Background: an optimization exercise with open tools, aiming at small area. Do not read the settings as production practice. At most, simulation tests tie the RTL to the original design; equivalence was not proved. Function not checked in run 1: the RTL went through the layout flow alone. No activity file was given, so power comes from the tool's default toggle rates.

==> flow/design.v (outline; a module is shown in full before it is edited, if it fits) <==
// module bridge_settings: 76 lines
// module stick_deadzone: 68 lines
// module video_color_out: 987 lines
// module fa_cell: 11 lines
// module ha_cell: 10 lines
// module aoi222_cell: 7 lines
// module aoi22_cell: 7 lines
// module snes_host_top: 54 lines
module snes_host_top
(
  input  logic           clk_74a,
  input  logic           pll_core_locked,
  input  logic [64:0]    bridge_in,
  input  logic [15:0]    cont1_key,
  input  logic [31:0]    cont1_joy,
  input  logic [27:0]    video_in,
  output logic [16:0]    cart_info,
  output logic [14:0]    core_settings,
  output logic           core_reset,
  output logic [31:0]    pad_state,
  output logic [26:0]    video_out
);
  // ...
==> flow/flow/run.sh <==
#!/bin/bash
# Layout: the standard ORFS flow (standard.sh), with three changes to
# how the layout is built:
#  - the port buffers are the smallest buffer cell (buf_1) instead of the
#    flow's default pick;
#  - the clock tree is built from clkbuf_2/clkbuf_4 with no dummy loads;
#  - after floorplan every cell is set to the smallest drive strength of
#    its kind (flow/downsize.tcl); the later repair steps size up where
#    slew, capacitance or timing need it.
# make's full output goes to orfs_make.log here; each ORFS step keeps its
# own log under orfs/logs/.
set -euo pipefail
here=$(pwd)
export BUFFER_PORTS_ARGS="-buffer_cell sky130_fd_sc_hd__buf_1"
export CTS_ARGS="-sink_clustering_enable -repair_clock_nets -dont_use_dummy_load -buf_list {sky130_fd_sc_hd__clkbuf_4 sky130_fd_sc_hd__clkbuf_8} -root_buf sky130_fd_sc_hd__clkbuf_8"
export POST_FLOORPLAN_TCL="$here/flow/downsize.tcl"
bash standard.sh > orfs_make.log 2>&1
==> flow/flow/downsize.tcl <==
# Area recovery after floorplan: give every cell the smallest-area drive
# strength of its own kind (same function and pins). The repair steps that
# follow (repair_design at placement, repair_timing at CTS and global
# route) size up again wherever slew, capacitance or timing need it.
set db [ord::get_db]
set block [ord::get_db_block]
set swapped 0
set saved 0.0
foreach inst [$block getInsts] {
  set master [$inst getMaster]
  set name [$master getName]
  if {![regexp {^(sky130_fd_sc_hd__[a-z0-9]+)_([0-9]+)$} $name -> base drive]} {
    continue
  }
  set cur_area [expr {[$master getWidth] * [$master getHeight]}]
  set best $name
  set best_area $cur_area
  foreach d {0 1 2 3 4 6 8 12 16} {
    set m [$db findMaster ${base}_$d]
    if {$m eq "NULL" || $m eq ""} { continue }
    set a [expr {[$m getWidth] * [$m getHeight]}]
    if {$a < $best_area} {
      set best ${base}_$d
      set best_area $a
    }
  }
  if {$best ne $name} {
    replace_cell [$inst getName] $best
    incr swapped
    set saved [expr {$saved + ($cur_area - $best_area) / 1e6}]
  }
}
puts "downsize: $swapped cells swapped to a smaller drive, [format %.1f $saved] um2 saved"
==> flow/standard.sh <==
#!/bin/bash
# synth_recipe.tcl (not shown) runs the flow's synth.tcl, then flattens the netlist and writes it again
# the make line also repeats each setting of config.mk as NAME=value (left out here)
make -C /OpenROAD-flow-scripts/flow DESIGN_CONFIG=/design/flow/config.mk WORK_HOME=/design/flow/orfs CLKGATE_MAP_FILE= SYNTH_SCRIPT=/design/flow/synth_recipe.tcl "${@:-finish}"
==> flow/config.mk <==
export PLATFORM = sky130hd
export DESIGN_NAME = snes_host_top
export DESIGN_NICKNAME = snes_host_top
export VERILOG_FILES = /design/flow/design.v
export SDC_FILE = /design/flow/constraint.sdc
export NUM_CORES = 4
export LEC_CHECK = 0
export CAP_MARGIN = 20
export CORE_MARGIN = 2
export CORE_UTILIZATION = 40
export SLEW_MARGIN = 20
export SYNTH_HIERARCHICAL = 1
==> flow/constraint.sdc <==
create_clock -name core_clock -period 13.5 [get_ports {clk_74a}]
set_input_delay 2.7000 -clock core_clock [delete_from_list [all_inputs] [get_ports {clk_74a}]]
set_output_delay 2.7000 -clock core_clock [all_outputs]
set_load 0.01 [all_outputs]
==> qor.txt, run 1 <==
Gate count of the mapped netlist - 674
HP Start - u_bridge_settings.deadzone[5]$_DFFE_PN0P_
Tcrit/Tclk final - 82.95%
Fraction of area in registers - 33.26%
Count leader, synth - dfrtp_1
Synthesized flop and latch total - 115
Largest Register - u_stick_deadzone.pad_state
Worst R2R Setup Slack - 3.40 ns
Biggest regs - u_stick_deadzone.pad_state: 32 flops, u_video_color_out.word_q: 24 flops, u_bridge_settings.cart_info: 17 flops
Reg power frac - 48.7%
Net Sw Frac - 30.43%
Worst Setup EP - u_video_color_out.word_q[1]$_SDFFCE_PN0P_
Vias in the first global route - 6222
Pwr Total - 798.1 uW
Register Area - 0.003000 mm2
Die area - 0.02115 mm2
Switch Pwr - 242.8 uW
Multi-input gate area - 0.004508 mm2
Syn-to-layout area delta - 12.71%
TritonCTS buffer count - 17
Outcome - timing/DRC/antenna clean
Initial Utilization - 40.98%
Routed Antenna Nets - 0
Worst min path class - reg -> reg
Most frequent CP cell - fa_1
Critical path startpoint - video_in[4]
Post-route cell area - 0.009020 mm2
Synthesized area - 0.008003 mm2
# clk buffers - 17
Post-synthesis simple-gate area fraction - 12.68%
Ant diodes - 0
Top Consumer - sequential cells
Number of synthesized flops with an enable pin - 24
Initial DRC Count - 652
Worst slew pin tran - 1.040 ns
Crit-path max FO - 11
Synth Area in Compound Gates - 14.21%
Critical Path RT - 13.67 ns
Multiplexer area fraction after synthesis - 8.318%
Vias per Instance - 5.400
TritonCTS clock tree - built
Post-placement cell area - 0.008786 mm2
==> module bridge_settings, before the edit <==
module bridge_settings
(
  input  logic            clk_74a,
  input  logic            pll_core_locked,
  input  snes_host_pkg::bridge_wr_t      bridge_in,
  output snes_host_pkg::cart_info_t      cart_info,
  output snes_host_pkg::core_settings_t  core_settings,
  output snes_host_pkg::video_settings_t video_settings,
  output logic [7:0]      deadzone,
  output logic            core_reset
);
  logic                   reset_hit;
  logic       wr_base;
  logic [3:0] a_hi;
  logic [3:0] a_lo;
  logic       hi0, hi1, hi2, hi4, hi8;
  logic       lo0, lo1, lo2, lo3, lo4;
  assign wr_base = bridge_in.wr && (bridge_in.addr[31:10] == '0) &&
                   (bridge_in.addr[1:0] == '0);
  assign a_hi = bridge_in.addr[9:6];
  assign a_lo = bridge_in.addr[5:2];
  assign hi0  = wr_base && (a_hi == 4'h0);
  assign hi1  = wr_base && (a_hi == 4'h1);
  assign hi2  = wr_base && (a_hi == 4'h2);
  assign hi4  = wr_base && (a_hi == 4'h4);
  assign hi8  = wr_base && (a_hi == 4'h8);
  assign lo0  = (a_lo == 4'h0);
  assign lo1  = (a_lo == 4'h1);
  assign lo2  = (a_lo == 4'h2);
  assign lo3  = (a_lo == 4'h3);
  assign lo4  = (a_lo == 4'h4);
  assign reset_hit = hi1 && lo4;    
  always_ff @(posedge clk_74a or negedge pll_core_locked) begin
    if (!pll_core_locked) begin
      cart_info      <= '0;
      core_settings  <= '0;
      video_settings <= '0;
      deadzone       <= '0;
    end else begin
      if (hi0 && lo1) cart_info.rom_size <= bridge_in.data[3:0];         
      if (hi0 && lo2) cart_info.rom_type <= bridge_in.data[7:0];         
      if (hi0 && lo3) cart_info.ram_size <= bridge_in.data[3:0];         
      if (hi0 && lo4) cart_info.pal <= bridge_in.data[0];                
      if (hi2 && lo0) core_settings.cpu_turbo <= bridge_in.data[0];      
      if (hi2 && lo1) core_settings.gsu_turbo <= bridge_in.data[0];      
      if (hi4 && lo0) core_settings.multitap <= bridge_in.data[0];       
      if (hi4 && lo1) begin                                              
        core_settings.lightgun      <= bridge_in.data[0];
        core_settings.lightgun_type <= bridge_in.data[1];
        core_settings.mouse         <= bridge_in.data[2];
      end
      if (hi4 && lo2) core_settings.aim_speed <= bridge_in.data[7:0];    
      if (hi4 && lo3) deadzone <= bridge_in.data[7:0];                   
      if (hi8 && lo0) video_settings.square_pixels <= bridge_in.data[0]; 
      if (hi8 && lo1) core_settings.blend <= bridge_in.data[0];          
      if (hi8 && lo2) video_settings.color_correction <= bridge_in.data[7:0];  
    end
  end
  logic       pulse_on;
  logic [4:0] pulse_cnt;
  always_ff @(posedge clk_74a or negedge pll_core_locked) begin
    if (!pll_core_locked) begin
      pulse_on  <= 1'b0;
      pulse_cnt <= '0;
    end else if (reset_hit) begin
      pulse_on  <= 1'b1;
      pulse_cnt <= '0;
    end else if (pulse_on) begin
      pulse_cnt <= pulse_cnt + 1'b1;
      if (pulse_cnt == 5'd31) begin
        pulse_on <= 1'b0;
      end
    end
  end
  assign core_reset = pulse_on;
endmodule
==> run 2: changes to the inputs <==
--- a/flow/design.v
+++ b/flow/design.v
@@ -83,16 +83,17 @@
   input  logic            pll_core_locked,
   input  snes_host_pkg::bridge_wr_t      bridge_in,
   output snes_host_pkg::cart_info_t      cart_info,
   output snes_host_pkg::core_settings_t  core_settings,
   output snes_host_pkg::video_settings_t video_settings,
   output logic [7:0]      deadzone,
   output logic            core_reset
 );
+  logic [reset_cnt_w-1:0] reset_cnt;
   logic                   reset_hit;
   logic       wr_base;
   logic [3:0] a_hi;
   logic [3:0] a_lo;
   logic       hi0, hi1, hi2, hi4, hi8;
   logic       lo0, lo1, lo2, lo3, lo4;
   assign wr_base = bridge_in.wr && (bridge_in.addr[31:10] == '0) &&
                    (bridge_in.addr[1:0] == '0);
@@ -130,33 +131,26 @@
       end
       if (hi4 && lo2) core_settings.aim_speed <= bridge_in.data[7:0];    
       if (hi4 && lo3) deadzone <= bridge_in.data[7:0];                   
       if (hi8 && lo0) video_settings.square_pixels <= bridge_in.data[0]; 
       if (hi8 && lo1) core_settings.blend <= bridge_in.data[0];          
       if (hi8 && lo2) video_settings.color_correction <= bridge_in.data[7:0];  
     end
   end
-  logic       pulse_on;
-  logic [4:0] pulse_cnt;
   always_ff @(posedge clk_74a or negedge pll_core_locked) begin
     if (!pll_core_locked) begin
-      pulse_on  <= 1'b0;
-      pulse_cnt <= '0;
+      reset_cnt <= '0;
     end else if (reset_hit) begin
-      pulse_on  <= 1'b1;
-      pulse_cnt <= '0;
-    end else if (pulse_on) begin
-      pulse_cnt <= pulse_cnt + 1'b1;
-      if (pulse_cnt == 5'd31) begin
-        pulse_on <= 1'b0;
-      end
+      reset_cnt <= reset_cnt_w'(reset_pulse_cycles);
+    end else if (reset_cnt != '0) begin
+      reset_cnt <= reset_cnt - 1'b1;
     end
   end
-  assign core_reset = pulse_on;
+  assign core_reset = (reset_cnt != '0);
 endmodule
 import snes_host_pkg::*;
 module stick_deadzone
 (
   input  logic        clk_74a,
   input  logic        pll_core_locked,
   input  logic [15:0] cont1_key,
   input  logic [31:0] cont1_joy,
@@ -1168,29 +1162,17 @@
   aoi222_cell u_ar_pp164 (.a1(d_b_s[6]), .a2(k[4]), .b1(d_b_s[7]), .b2(k[3]), .c1(d_b_s[8]), .c2(ar_m21), .y(ar_pp164));
   aoi222_cell u_ar_pp165 (.a1(d_b_s[6]), .a2(k[5]), .b1(d_b_s[7]), .b2(k[4]), .c1(d_b_s[8]), .c2(ar_m22), .y(ar_pp165));
   aoi222_cell u_ar_pp166 (.a1(d_b_s[6]), .a2(k[6]), .b1(d_b_s[7]), .b2(k[5]), .c1(d_b_s[8]), .c2(ar_m23), .y(ar_pp166));
   aoi222_cell u_ar_pp167 (.a1(d_b_s[6]), .a2(k[7]), .b1(d_b_s[7]), .b2(k[6]), .c1(d_b_s[8]), .c2(ar_m24), .y(ar_pp167));
   assign ar_pp168 = ~((d_b_s[7] & k[7]) | (d_b_s[8] & ar_m25));
   assign ar_pp169 = ~(d_b_s[8] & ar_m26);
   assign out_r = {ar_s138, ar_s136, ar_s134, ar_s132, ar_s128, ar_s122, ar_s116, ar_s108};
   assign out_b = {~(ar_s252 & ar_s253), ~(ar_s248 & ar_s253), ~(ar_s245 & ar_s253), ~(ar_s239 & ar_s253), ~(ar_s234 & ar_s253), ~(ar_s227 & ar_s253), ~(ar_s219 & ar_s253), ~(ar_s212 & ar_s253)};
-  logic [8:0] g_gt;
-  logic [7:0] g_nm;
-  logic [7:0] g_z;
-  assign g_nm    = ~(k & {8{cg[7]}});
-  assign g_gt[0] = 1'b0;
-  for (genvar i = 0; i < 8; i++) begin : g_cmp
-    assign g_gt[i + 1] = (cg[i] & g_nm[i]) | (g_gt[i] & (cg[i] | g_nm[i]));
-  end
-  assign g_z[0] = g_gt[8];
-  for (genvar i = 1; i < 8; i++) begin : g_dec
-    assign g_z[i] = g_z[i - 1] & ~cg[i - 1];
-  end
-  assign out_g = cg ^ g_z;
+  assign out_g = cg - {7'd0, (cg > (k & {8{cg[7]}}))};
   always_ff @(posedge clk_74a or negedge pll_core_locked) begin
     if (!pll_core_locked) begin
       tall_latched <= 1'b0;
       de_q         <= 1'b0;
       hs_q         <= 1'b0;
       vs_q         <= 1'b0;
     end else begin
       de_q <= video_in.de;
==> flow/flow/run.sh (replaced) <==
#!/bin/bash
# Layout: the standard ORFS flow, with two changes to how the layout
# is built: the port buffers are the smallest buffer cell (buf_1) instead
# of the flow's default pick, and the clock tree uses no dummy loads.
set -euo pipefail
export BUFFER_PORTS_ARGS="-buffer_cell sky130_fd_sc_hd__buf_1"
export CTS_ARGS="-sink_clustering_enable -repair_clock_nets -dont_use_dummy_load -buf_list {sky130_fd_sc_hd__clkbuf_2 sky130_fd_sc_hd__clkbuf_4} -root_buf sky130_fd_sc_hd__clkbuf_4 -sink_clustering_size 30 -sink_clustering_max_diameter 100"
bash standard.sh > orfs_make.log 2>&1
removed: flow/flow/downsize.tcl
==> run 2 against run 1 <==
Non-clock buffer count fell by 4. Total power fell by 5.3%. Global-route usage rose by 0.053 points. Largest cell class unchanged. Die area is 1.9% higher. Register-to-register slack gained 0.02 ns. Clock skew up 0.00089 ns. Clock power down 26%. Routed wire length is 1.5% higher. Count of clock-buffer cells in the layout stayed put. Via count increased by 1.7%.
==> qor.txt, run 2 <==
Worst VDD drop - 49.55 uV
Max-Slew Margin vs Limit - 30.19%
Most frequent cells in the layout - buf_1, dfrtp_1, fa_1
Top_reg_cell synth - dfrtp_1
Share of synthesized registers carrying an async set or reset - 79.13%
Worst min path class - reg -> reg
Worst setup SP type - input port
GP Congestion - 0.8554
Final #Nets - 1122
Final Hold Viols - 0
Net Sw Frac - 32.63% (+2.2 points)
Biggest regs - u_stick_deadzone.pad_state: 32 flops, u_video_color_out.word_q: 24 flops, u_bridge_settings.cart_info: 17 flops
Register area share after synthesis - 36.78%
Switch Pwr - 246.6 uW (+1.6%)
Routed Antenna Nets - 0 (unchanged)
Min-Delay Path Depth - 1
P_int - 509.3 uW
Reg2reg end - u_video_color_out.word_q[0]$_SDFFCE_PN0P_
Cts hold-fix bufs - 0
PD cells - 81.86 mW/mm2
Syn-to-layout area delta - 13.21%
Inst Count DP - 1137
Vias in the first global route - 6315 (+1.5%)
Number of synthesized flops with an enable pin - 24 (unchanged)
DRT Wirelength - 19.96 mm
Final non-filler cell total - 1156
Detailed Place HPWL - 14.98 mm
CP arrival - 10.97 ns
Outcome - timing/DRC/antenna clean
Commonest non-fill, non-tap cell in the layout - buf_1
Pwr Total - 756.0 uW (-5.3%)
Detailed-route DRC error count - 0
Synth top area cells - dfrtp_1, fa_1, edfxtp_1
# IOs - 235
Hold endpoint - u_bridge_settings.deadzone[6]$_DFFE_PN0P_
Initial Utilization - 40.58% (-0.41 points)
Routed WL per cell - 17.26 um
PortBufs - 194
H-tree depth - 4
Largest Register - u_stick_deadzone.pad_state
Cell Rows - 52
Endpoint class of the critical path - register
Yosys top cell area share - 27.30%
Crit-path max FO - 11 (unchanged)
Count leader, synth - dfrtp_1
Clock tree buffer depth - 2
Combinational power share - 25.9%
Synth Warn # - 9
Clk pwr share - 22.7%
Gate count of the mapped netlist - 690 (+2.4%)
Global route overflow - 0
Most frequent CP cell - fa_1
Worst slew pin tran - 1.036 ns (-0.003573 ns)
Fin. max-slew vios - 0
CP max stage delay - 0.49 ns
R2r startpoint - u_bridge_settings.video_settings[1]$_DFFE_PN0P_
Fraction of layout instances using a drive strength above 1 - 12.90%
Fmax - 93.21 MHz
CP delay by family, top - adder cells
HP Start - u_bridge_settings.deadzone[6]$_DFFE_PN0P_
RSZ-0062 raised after global routing - false
Final min period - 10.73 ns
Placeable core area - 0.02010 mm2
Setup TNS - 0 ns
Max-cap viol count - 0
Critical path depth in cells - 28
CTS sink count - 115
Initial DRT Pass Iterations - 11
Worst path bufs/invs - 3
Die area - 0.02155 mm2 (+1.9%)
CP Class - in -> reg
Clock skew - 0.03552 ns
Post-CTS setup buffers - 0
Final setup viols - 0
Largest net degree at the start of global routing - 74
Number of antenna violations at the first check in global routing - 1
CTS Root Cell - clkbuf_4
Initial DRC Count - 512 (-21%)
Yosys top cell by area - dfrtp_1
LEAKAGE - 3.639 nW
Vias per Instance - 5.406 (+0.11%)
Synthesized area - 0.008158 mm2 (+1.9%)
Die Span X - 146.8 um
Syn_area_per_cell - 11.82 um2
Synthesized flop and latch total - 115 (unchanged)
Worst-case reg-to-reg path depth - 26
Reg power frac - 51.5% (+2.8 points)
Gr usage total - 19.16%
Chip height - 146.8 um
Library cells used by synthesis - 77
Worst path slowest cell - fa_1
First-pass GRT wire length - 32.83 mm
Tcrit/Tclk final - 79.47% (-3.5 points)
Skew-Pair Late Insertion Delay - 0.51 ns
Post-CTS sizing - 0
Worst R2R Setup Slack - 3.42 ns (+0.02 ns)
Largest register FFs - 32
TritonCTS buffer count - 17 (unchanged)
TritonCTS clock tree - built
Via Count - 6249
Clock-pin slew on the worst setup and hold paths - 0.07 ns
Top cells by count, synth - dfrtp_1, fa_1, nand2_1
Fin util - 45.94%
Critical Path RT - 13.74 ns (+0.07 ns)
[run 2: changes by cell type in the layout (fill, tap and decap cells not counted), sizes merged, moves of 5 or more]
cell	before	now
nand2	60	67
a21oi	14	20
inv	42	37
mux2i	8	3
[run 2: how the worst max path moves through the flow]
| stage | endpoint | startpoint |
|---|---|---|
| 6_report | u_video_color_out.word_q[0]$_SDFFCE_PN0P_ | video_in[4] |
| 5_1_grt | u_video_color_out.word_q[1]$_SDFFCE_PN0P_ | video_in[4] |
| 4_1_cts | u_video_color_out.word_q[0]$_SDFFCE_PN0P_ | video_in[4] |
| 3_5_place_dp | u_video_color_out.word_q[4]$_SDFFCE_PN0P_ | video_in[4] |
| 3_3_place_gp | u_video_color_out.word_q[4]$_SDFFCE_PN0P_ | video_in[4] |
| 2_1_floorplan | u_video_color_out.word_q[2]$_SDFFCE_PN0P_ | video_in[4] |
[run 2: cell type report]
type	count	area, um2
diodes	2	5.005
clock buffers	17	127.6
fillers	1905	10870
inverters	39	146.4
multi-input cells	516	4863
flip-flops and latches	115	3000
well taps	270	337.8
repair buffers	197	754.5
[run 2: modules after synthesis, one instance, submodules excluded, excerpt]
module / flip-flops and latches / cells / area, um2
video_color_out: 28 / 287 / 2490
bridge_settings: 55 / 170 / 2461
stick_deadzone: 32 / 122 / 1373
fa_cell: 0 / 1 / 20.02
ha_cell: 0 / 1 / 12.51
aoi222_cell: 0 / 1 / 10.01
[run 2: kinds of logic (layout without fill, tap and decap cells)]
group                    count (synthesis)  count (layout)  share of synthesized area (%)
AO/OA/AOI/OAI                          150             150                          15.17
XOR/XNOR                                24              24                          2.577
adder cells (fa/ha/maj)                 94              94                          20.94
buffers and inverters                   65             253                          3.880
flip-flops                             115             115                          36.78
multiplexers                            56              56                          7.684
other                                    2              10                        0.09206
AND/OR/NAND/NOR                        184             184                          12.88
[run 2: power groups by stage]
stage               Sequential [mW]  Clock (mW)  Combinational (mW)
floorplan                     0.408           0               0.118
CTS                           0.389       0.178               0.198
detailed placement            0.396           0               0.196
global placement              0.397           0               0.195
global route                  0.391       0.191               0.221
finish                        0.389       0.172               0.195
[run 2: layer usage]
layer | global-route usage [%] | vias to the layer above | routed length [um]
met3 | 4.565 | 14 | 1482
li1 | - | 2918 | -
met1 | 24.86 | 3075 | 8361
met5 | 0 | - | 0
met4 | 5.194 | 0 | 191
met2 | 32.32 | 242 | 9921
[run 2: stage by stage]
step / instance area (um2) / worst slack, ns / hold slack (ns)
final: 9235 / 2.771 / 0.5067
after CTS: 9230 / 2.770 / 0.5107
after detailed placement: 9102 / 2.225 / 0.4942
after global routing: 9233 / 2.307 / 0.5375
after global placement: 9102 / 2.288 / 0.4896
after floorplan: 8180 / 3.097 / 0.4799

-- afterwards: timing with drivers on the ports --
No port has a modelled driver above. Below, the same layouts with a new extraction and two added sets of constraints.
Step 1 assumes that a clkbuf_16 drives the clock port and a buf_2 every other input.
Step 2, shift: input delay + t, output delay - t, t = (earliest + latest rising clock arrival at the registers) / 2. This alone moves slack from input paths to output paths.
Three values: no drivers, after step 1, after step 2; two values: the first two.
run	shift t [ns]	slack for setup (ns)	hold WS [ns]	worst setup path at the end	worst register clock-pin slew, ns
run 1	0.460	2.302 / 2.315 / 1.855	0.502 / 0.502 / 0.502	input to register	0.08 / 0.08
run 2	0.536	2.771 / 2.780 / 2.244	0.507 / 0.507 / 0.507	input to register	0.12 / 0.12
After both steps every run listed still meets setup and hold. For run 2, which loses most, drivers alone change the setup slack by +0.009 ns; drivers and shift together by -0.527 ns.
